This is an optimization exercise on Yosys and OpenROAD, whose aim is small area, a short achievable clock period and few clock cycles per item, not a production implementation.
In this exercise RTL edits were held to simulation tests only and were not proved equivalent to the original.
Power is estimated from default activity; no workload was simulated.

`flow/design.v`:
```
package scev_pkg;
   localparam int unsigned HdrBytes = 40;
   localparam int unsigned MinWords = 5;
   localparam logic [31:0] HdrMagic   = 32'h3256_5053;
   localparam logic [31:0] HdrVersion = 32'd2;
   localparam logic [31:0] SpvMagic   = 32'h0723_0203;
   localparam logic [63:0] FnvBasis   = 64'hCBF2_9CE4_8422_2325;
   localparam logic [31:0] PosMax     = 32'hFFFF_FFFF;
   localparam logic [31:0] CountMax   = 32'hFFFF_FFFF;
   localparam logic [63:0] MaxBytesReset = 64'd67108864;
   localparam logic [1:0] CsrStageCode      = 2'd0;
   localparam logic [1:0] CsrContractLength = 2'd1;
   localparam logic [1:0] CsrSourceLength   = 2'd2;
   localparam logic [1:0] CsrMaxEntryBytes  = 2'd3;
   localparam logic [2:0] VerdictOk     = 3'd0;
   localparam logic [2:0] VerdictSize   = 3'd1;
   localparam logic [2:0] VerdictHeader = 3'd2;
   localparam logic [2:0] VerdictLength = 3'd3;
   localparam logic [2:0] VerdictHash   = 3'd4;
   localparam logic [2:0] VerdictPrefix = 3'd5;
   localparam logic [2:0] VerdictSpirv  = 3'd6;
   typedef struct packed {
      logic       advance;    
      logic       clear;      
      logic       payload;    
      logic       in_prefix;  
      logic [1:0] lane;       
   } step_ctl_type;
   typedef struct packed {
      logic malformed;
      logic too_few_words;
      logic overrun;
   } walk_status_type;
   function automatic logic [63:0] fnv_step(input logic [63:0] hash, input logic [7:0] data);
      logic [63:0] x;
      begin
         x = hash ^ {56'd0, data};
         fnv_step = (x << 40) + (x << 8) + (x << 7) + (x << 5) + (x << 4) + (x << 1) + x;
      end
   endfunction
endpackage
module scev_fnv_hash (
   input  logic                 clock,
   input  logic                 reset,
   input  scev_pkg::step_ctl_type ctl,
   input  logic [7:0]           data_byte,
   output logic [63:0]          hash_next
);
   logic [63:0] hash_ff;
   logic [63:0] hash_in;
   always_comb begin
      hash_next = ctl.payload ? scev_pkg::fnv_step(hash_ff, data_byte) : hash_ff;
      hash_in   = ctl.clear ? scev_pkg::FnvBasis : hash_next;
   end
   always_ff @(posedge clock) begin
      if (reset) begin
         hash_ff <= scev_pkg::FnvBasis;
      end else if (ctl.advance) begin
         hash_ff <= hash_in;
      end
   end
endmodule
module scev_spirv_walk (
   input  logic                    clock,
   input  logic                    reset,
   input  scev_pkg::step_ctl_type  ctl,
   input  logic [7:0]              data_byte,
   output scev_pkg::walk_status_type status
);
   logic [23:0] asm_ff, asm_in;
   logic [31:0] word_idx_ff, word_idx_in;
   logic [31:0] next_instr_ff, next_instr_in;
   logic        malformed_ff, malformed_in;
   logic [31:0] word;
   logic [15:0] instr_len;
   always_comb begin
      word          = {data_byte, asm_ff};
      instr_len     = word[31:16];
      asm_in        = asm_ff;
      word_idx_in   = word_idx_ff;
      next_instr_in = next_instr_ff;
      malformed_in  = malformed_ff;
      if (ctl.payload && !ctl.in_prefix) begin
         case (ctl.lane)
            2'd0: asm_in[7:0]   = data_byte;
            2'd1: asm_in[15:8]  = data_byte;
            2'd2: asm_in[23:16] = data_byte;
            default: begin
               asm_in = '0;
               if ((word_idx_ff == 32'd0 && word != scev_pkg::SpvMagic) ||
                   (word_idx_ff == 32'd3 && word == 32'd0) ||
                   (word_idx_ff == 32'd4 && word != 32'd0)) begin
                  malformed_in = 1'b1;
               end
               if (!malformed_ff && word_idx_ff >= 32'(scev_pkg::MinWords) &&
                   word_idx_ff == next_instr_ff) begin
                  if (instr_len == 16'd0) begin
                     malformed_in = 1'b1;
                  end else begin
                     next_instr_in = next_instr_ff + {16'd0, instr_len};
                  end
               end
               word_idx_in = word_idx_ff + 32'd1;
            end
         endcase
      end
      status.malformed     = malformed_in;
      status.too_few_words = word_idx_in < 32'(scev_pkg::MinWords);
      status.overrun       = next_instr_in > word_idx_in;
   end
   always_ff @(posedge clock) begin
      if (reset) begin
         asm_ff        <= '0;
         word_idx_ff   <= '0;
         next_instr_ff <= 32'(scev_pkg::MinWords);
         malformed_ff  <= 1'b0;
      end else if (ctl.advance) begin
         if (ctl.clear) begin
            asm_ff        <= '0;
            word_idx_ff   <= '0;
            next_instr_ff <= 32'(scev_pkg::MinWords);
            malformed_ff  <= 1'b0;
         end else begin
            asm_ff        <= asm_in;
            word_idx_ff   <= word_idx_in;
            next_instr_ff <= next_instr_in;
            malformed_ff  <= malformed_in;
         end
      end
   end
endmodule
module shader_cache_entry_validator_unit (
   input  logic        clock,
   input  logic        reset,
   input  logic        req_tvalid,
   output logic        req_tready,
   input  logic [15:0] req_tdata,   
   input  logic        req_tlast,   
   output logic        rsp_tvalid,
   input  logic        rsp_tready,
   output logic [39:0] rsp_tdata,   
   input  logic        csr_valid,
   output logic        csr_ready,
   input  logic [1:0]  csr_index,
   input  logic [31:0] csr_data
);
   logic [31:0] stage_code_ff;
   logic [23:0] contract_len_ff;
   logic [23:0] source_len_ff;
   logic [31:0] max_bytes_ff;
   logic        in_valid_ff;
   logic [7:0]  in_file_ff;
   logic [7:0]  in_expect_ff;
   logic        in_last_ff;
   logic [31:0] pos_ff;
   logic [scev_pkg::HdrBytes-1:0][7:0] header_ff;
   logic [scev_pkg::HdrBytes-1:0][7:0] header_in;
   logic        prefix_bad_ff, prefix_bad_in;
   logic [31:0] rejected_ff, rejected_in;
   logic        rsp_valid_ff;
   logic [39:0] rsp_data_ff;
   logic            advance;
   scev_pkg::step_ctl_type    ctl;
   logic [31:0]     offset;
   logic [24:0]     prefix_len;
   logic [63:0]     hash_next;
   scev_pkg::walk_status_type walk;
   logic [31:0]     plen;
   logic [34:0]     len_sum;
   logic [31:0]     word_count;
   logic [2:0]      verdict;
   assign csr_ready  = 1'b1;
   assign advance    = in_valid_ff && (!in_last_ff || !rsp_valid_ff || rsp_tready);
   assign req_tready = !in_valid_ff || advance;
   assign rsp_tvalid = rsp_valid_ff;
   assign rsp_tdata  = rsp_data_ff;
   always_ff @(posedge clock) begin
      if (reset) begin
         stage_code_ff   <= '0;
         contract_len_ff <= '0;
         source_len_ff   <= '0;
         max_bytes_ff    <= scev_pkg::MaxBytesReset[31:0];
      end else if (csr_valid) begin
         case (csr_index)
            scev_pkg::CsrStageCode:      stage_code_ff   <= csr_data;
            scev_pkg::CsrContractLength: contract_len_ff <= csr_data[23:0];
            scev_pkg::CsrSourceLength:   source_len_ff   <= csr_data[23:0];
            scev_pkg::CsrMaxEntryBytes:  max_bytes_ff    <= csr_data;
            default: ;
         endcase
      end
   end
   always_comb begin
      offset        = pos_ff - 32'(scev_pkg::HdrBytes);
      prefix_len    = {1'b0, contract_len_ff} + {1'b0, source_len_ff};
      ctl.advance   = advance;
      ctl.clear     = in_last_ff;
      ctl.payload   = pos_ff >= 32'(scev_pkg::HdrBytes) && pos_ff != scev_pkg::PosMax;
      ctl.in_prefix = offset < {7'd0, prefix_len};
      ctl.lane      = offset[1:0] - prefix_len[1:0];
   end
   always_comb begin
      header_in = header_ff;
      if (pos_ff < 32'(scev_pkg::HdrBytes)) begin
         header_in[pos_ff[5:0]] = in_file_ff;
      end
      prefix_bad_in = prefix_bad_ff ||
                      (ctl.payload && ctl.in_prefix && in_file_ff != in_expect_ff);
   end
   scev_fnv_hash u_hash (
      .clock     (clock),
      .reset     (reset),
      .ctl       (ctl),
      .data_byte (in_file_ff),
      .hash_next (hash_next)
   );
   scev_spirv_walk u_walk (
      .clock     (clock),
      .reset     (reset),
      .ctl       (ctl),
      .data_byte (in_file_ff),
      .status    (walk)
   );
   always_comb begin
      word_count = header_in[23:20];
      plen       = pos_ff - 32'(scev_pkg::HdrBytes - 1);
      len_sum    = 35'(contract_len_ff) + 35'(source_len_ff) + {1'b0, word_count, 2'b00};
      if (pos_ff < 32'(scev_pkg::HdrBytes - 1) || pos_ff >= max_bytes_ff) begin
         verdict = scev_pkg::VerdictSize;
      end else if (header_in[3:0] != scev_pkg::HdrMagic || header_in[7:4] != scev_pkg::HdrVersion ||
                   header_in[11:8] != stage_code_ff ||
                   header_in[15:12] != {8'd0, contract_len_ff} ||
                   header_in[19:16] != {8'd0, source_len_ff} ||
                   word_count < 32'(scev_pkg::MinWords)) begin
         verdict = scev_pkg::VerdictHeader;
      end else if (header_in[31:24] != {32'd0, plen} || len_sum != {3'd0, plen}) begin
         verdict = scev_pkg::VerdictLength;
      end else if (header_in[39:32] != hash_next) begin
         verdict = scev_pkg::VerdictHash;
      end else if (prefix_bad_in) begin
         verdict = scev_pkg::VerdictPrefix;
      end else if (walk.malformed || walk.too_few_words || walk.overrun) begin
         verdict = scev_pkg::VerdictSpirv;
      end else begin
         verdict = scev_pkg::VerdictOk;
      end
      rejected_in = rejected_ff;
      if (verdict != scev_pkg::VerdictOk && rejected_ff != scev_pkg::CountMax) begin
         rejected_in = rejected_ff + 32'd1;
      end
   end
   always_ff @(posedge clock) begin
      if (reset) begin
         in_valid_ff <= 1'b0;
      end else if (req_tvalid && req_tready) begin
         in_valid_ff <= 1'b1;
      end else if (advance) begin
         in_valid_ff <= 1'b0;
      end
   end
   always_ff @(posedge clock) begin
      if (req_tvalid && req_tready) begin
         in_file_ff   <= req_tdata[7:0];
         in_expect_ff <= req_tdata[15:8];
         in_last_ff   <= req_tlast;
      end
   end
   always_ff @(posedge clock) begin
      if (advance) begin
         header_ff <= header_in;
      end
   end
   always_ff @(posedge clock) begin
      if (reset) begin
         pos_ff        <= '0;
         prefix_bad_ff <= 1'b0;
         rejected_ff   <= '0;
      end else if (advance) begin
         if (in_last_ff) begin
            pos_ff        <= '0;
            prefix_bad_ff <= 1'b0;
            rejected_ff   <= rejected_in;
         end else begin
            if (pos_ff != scev_pkg::PosMax) begin
               pos_ff <= pos_ff + 32'd1;
            end
            prefix_bad_ff <= prefix_bad_in;
         end
      end
   end
   always_ff @(posedge clock) begin
      if (reset) begin
         rsp_valid_ff <= 1'b0;
      end else if (advance && in_last_ff) begin
         rsp_valid_ff <= 1'b1;
      end else if (rsp_tready) begin
         rsp_valid_ff <= 1'b0;
      end
   end
   always_ff @(posedge clock) begin
      if (advance && in_last_ff) begin
         rsp_data_ff <= {5'd0, rejected_in, verdict};
      end
   end
endmodule
```
`flow/run.sh`:
```
#!/bin/bash
# synth_recipe.tcl (not shown) runs the flow's synth.tcl, then flattens the netlist and writes it again
# the make line also repeats each setting of config.mk as NAME=value (left out here)
make -C /OpenROAD-flow-scripts/flow DESIGN_CONFIG=/design/flow/config.mk WORK_HOME=/design/flow/orfs CLKGATE_MAP_FILE= SYNTH_SCRIPT=/design/flow/synth_recipe.tcl finish
```
`flow/config.mk`:
```
export PLATFORM = sky130hd
export DESIGN_NAME = shader_cache_entry_validator_unit
export DESIGN_NICKNAME = shader_cache_entry_validator_unit
export VERILOG_FILES = /design/flow/design.v
export SDC_FILE = /design/flow/constraint.sdc
export NUM_CORES = 4
export LEC_CHECK = 0
export CAP_MARGIN = 20
export CORE_MARGIN = 2
export CORE_UTILIZATION = 40
export SLEW_MARGIN = 20
```
`flow/constraint.sdc`:
```
create_clock -name core_clock -period 10.0 [get_ports {clock}]
set_input_delay 2.0000 -clock core_clock [delete_from_list [all_inputs] [get_ports {clock}]]
set_output_delay 2.0000 -clock core_clock [all_outputs]
set_load 0.01 [all_outputs]
```
==> out/results.tsv <==
metric	value	unit
status	no timing/DRC/antenna violations	
report.final.slew_viol_count	0	
hpwl	132	mm
cts_buffers	82	
yosysWarningCount	3	
cp_max_fo	20	
tightest_slew	1160	ps
drt_iter0_drc	4604	
cpMostUsedCell	a21o_1	
clock_latency	720	ps
r2r_end	rsp_data_ff[33]$_DFFE_PP_	
holdPathStages	2	
drc_errors	0	
r2r_cells	50	
grt_antenna_before_repair	2	
yosysUniqueCellTypes	100	
met1Wirelength	79.9	mm
clkTransAtPathRegs	60	ps
maxSlewHeadroom	0.223	
grtUsageTotal	0.258	
crit_required	10440	ps
synth_edf_count	372	
viasPerCell	5.93	
postRouteWirelength	180	mm
p_per_area	127	mW/mm^2
cap_violations	0	
htree_levels	3	
yosysSeqAreaShare	0.332	
pin_count	99	
fin_crit_sh	0.953	
hold_start	max_bytes_ff[18]$_SDFFE_PP0P_	
regToRegSetupSlack	470	ps
core	0.133	mm^2
fp.dieArea	0.137	mm^2
firstDrtPassIters	6	
die_w	370	um
hold_class	reg2reg	
critical-path-top-delay-family	compound AO/OA/AOI/OAI gates	
syn_area_per_cell	9.51	um^2
clk_root_buffer_cell	clkbuf_16	
async_flop_share	0	
ys_ff_latch	704	
grt_overflow	0	
power_leakage	0.0229	uW
synth_ff_type	edfxtp_1	
met3_length	13.4	mm
slowest_delay	400	ps
area_growth	11.4	%
top_layer	met5	
clock.fmax	105	MHz
grt_pass1_vias	42455	
clockBufferDepth	3	
worstSetupStartpointType	flip-flop	
criticalPathCategory	reg2reg	
drive_gt1_frac	0.104	
min_to	max_bytes_ff[18]$_SDFFE_PP0P_	
finalSetupTns	0	ps
final_antenna_net_count	0	
wl_per_cell	24.0	um
synth_area	0.0536	mm^2
grt_start_max_net_pins	167	
cts_tree	built	
arrival	9960	ps
crit_buf_inv	6	
critPathSlowestCell	a2111oi_2	
port_buffers	92	
netlist_instances	5640	
min_period	9530	ps
num_antenna_cells	0	
power	7570	uW
grt_first_pass_wirelength	271	mm
setup_violations	0	
cts_sinks	704	
clock_skew	37.4	ps
initial_core_util	0.402	
fin_nets	6254	
placementRows	134	
r2r_start	contract_len_ff[0]$_SDFFE_PP0P_	
place.gp.congestion	0.943	
vias	44423	
die_y	370	um
vdd_drop_max	0.000124	V
met2WireLength	78.9	mm
endpoint_kind	flip-flop	
hold_viol	0	
nFillCells	12836	
-- where the power goes --
part           switching, uW  internal, uW  leakage [uW]
logic                    769           450        0.0154
registers               49.3          3120       0.00621
clock network           1370          1810       0.00136
total                   2190          5380        0.0229
-- registers in the layout (all words and copies together) (netlist names), 24 cells and up --
signal,cells
rejected_ff,32
source_len_ff,24
u_walk.word_idx_ff,32
stage_code_ff,32
u_walk.asm_ff,24
u_hash.hash_ff,64
pos_ff,32
max_bytes_ff,32
u_walk.next_instr_ff,32
header_ff,320
rsp_data_ff,35
contract_len_ff,24
-- metrics by stage --
step           hold slack [ps]  setup WS [ps]  instances  instance area [um^2]   util
2_1_floorplan              432            786       5644                 53600      -
3_3_place_gp               441           60.4       7323                 56700  0.425
3_5_place_dp               447          -58.0       7325                 56700  0.425
4_1_cts                    455           20.1       7479                 59500  0.447
5_1_grt                    475          -17.3       7486                 59700  0.448
6_report                   454            473       7486                 59700  0.448
-- cells in the final DEF, fill, tap and decap left out, types with 38 or more instances in the layout --
| cell type | instances |
|---|---|
| buf_4 | 137 |
| edfxtp_1 | 372 |
| clkdlybuf4s50_1 | 91 |
| a22oi_1 | 45 |
| a21o_1 | 86 |
| ha_1 | 272 |
| nor2b_1 | 58 |
| mux2_2 | 214 |
| nand4_1 | 145 |
| or3_1 | 38 |
| o21ai_0 | 166 |
| inv_1 | 265 |
| nor2_1 | 371 |
| o211ai_1 | 42 |
| nor4_1 | 93 |
| nand3_1 | 173 |
| a21oi_1 | 365 |
| mux2i_1 | 116 |
| nand2_1 | 590 |
| fa_1 | 276 |
| nor3_1 | 93 |
| and3_1 | 67 |
| dfxtp_1 | 332 |
| clkbuf_16 | 86 |
| xnor2_1 | 299 |
| xor2_1 | 200 |
-- cell type report --
| type | instances | area, um^2 | share of cell area |
|---|---|---|---|
| well taps | 1768 | 2210 | 0.0370 |
| flip-flops and latches | 704 | 17800 | 0.298 |
| multi-input cells | 4351 | 33700 | 0.564 |
| repair buffers | 240 | 2150 | 0.0361 |
| inverters | 269 | 1020 | 0.0170 |
| clock inverters | 41 | 536 | 0.00896 |
| clock buffers | 113 | 2280 | 0.0382 |
-- cells in the mapped netlist (96+ instances only) --
| cell type | count | area share |
|---|---|---|
| a21oi_1 | 374 | 0.035 |
| clkbuf_1 | 247 | 0.017 |
| dfxtp_1 | 332 | 0.12 |
| edfxtp_1 | 372 | 0.21 |
| fa_1 | 277 | 0.10 |
| ha_1 | 273 | 0.064 |
| inv_1 | 265 | 0.019 |
| mux2_2 | 214 | 0.045 |
| mux2i_1 | 116 | 0.022 |
| nand2_1 | 593 | 0.042 |
| nand3_1 | 173 | 0.016 |
| nand4_1 | 145 | 0.017 |
| nor2_1 | 376 | 0.026 |
| nor4_1 | 96 | 0.011 |
| o21ai_0 | 172 | 0.016 |
| xnor2_1 | 300 | 0.049 |
| xor2_1 | 200 | 0.033 |
-- worst reg2reg max path: cells and delay by family (launching register included) --
kind | cells | cell delay, ps
AO/OA/AOI/OAI | 29 | 5100
XOR/XNOR | 2 | 220
adder cells (fa/ha/maj) | 4 | 1100
buffers and inverters | 6 | 1000
flip-flops | 1 | 320
AND/OR/NAND/NOR | 9 | 1480
-- metal layers --
metal  vias up  global-route usage
li1      20296                   -
met1     22007               0.372
met2      1795               0.393
met3       323              0.0355
met4         2              0.0914
met5         -                   0
-- worst max-delay path by stage --
| stage | start | to | slack (ps) | cells past startpoint |
|---|---|---|---|---|
| after floorplan | contract_len_ff[0]$_SDFFE_PP0P_ | rsp_data_ff[4]$_DFFE_PP_ | 790 | 49 |
| after global placement | contract_len_ff[0]$_SDFFE_PP0P_ | rejected_ff[23]$_SDFFE_PP0P_ | 60 | 45 |
| after detailed placement | contract_len_ff[0]$_SDFFE_PP0P_ | rejected_ff[23]$_SDFFE_PP0P_ | -60 | 48 |
| after CTS | contract_len_ff[0]$_SDFFE_PP0P_ | rejected_ff[21]$_SDFFE_PP0P_ | 20 | 48 |
| after global routing | source_len_ff[1]$_SDFFE_PP0P_ | rsp_data_ff[33]$_DFFE_PP_ | -20 | 47 |
| final | contract_len_ff[0]$_SDFFE_PP0P_ | rsp_data_ff[33]$_DFFE_PP_ | 470 | 50 |
-- cell families after synthesis --
| group | synth area share |
|---|---|
| DFF | 0.332 |
| muxes | 0.0683 |
| and+or+nand+nor | 0.178 |
| adders and majority gates | 0.167 |
| buffers and inverters | 0.0431 |
| AOI/OAI and AO/OA | 0.128 |
| xor gates and xnor gates | 0.0833 |
| other | 0.000140 |
-- timing repair --
item,in CTS,in global routing
buffers inserted,0,4
setup endpoints to repair,38,64
resized for setup,6,26
cloned,0,3
hold buffers,0,0
pin swaps,1,8
Testbench counts, summed over its fixed seeds: cycles 74,912, bytes 74,896.

what the ideal ports hide:
No port has a modelled driver above. Below, the same layout with a new extraction and two added sets of constraints.
Step 1 sets driving cells, clkbuf_16 on the clock port and buf_2 on the other inputs (assumed; they add their load-dependent delay and slew).
Step 2, shift: input delay + t, output delay - t, t = (earliest + latest rising clock arrival at the registers) / 2. This alone moves slack from input paths to output paths.
Three values: no drivers, after step 1, after step 2; two values: the first two.
shift t [ns]: 0.772
setup WS [ns]: 0.473 / 0.473 / 0.473
worst setup path after step 2: register to register
worst register clock-pin slew, ns: 0.07 / 0.07
After both steps this run still meets setup and hold. For this run, drivers alone change the setup slack by 0.000 ns; drivers and shift together by 0.000 ns.
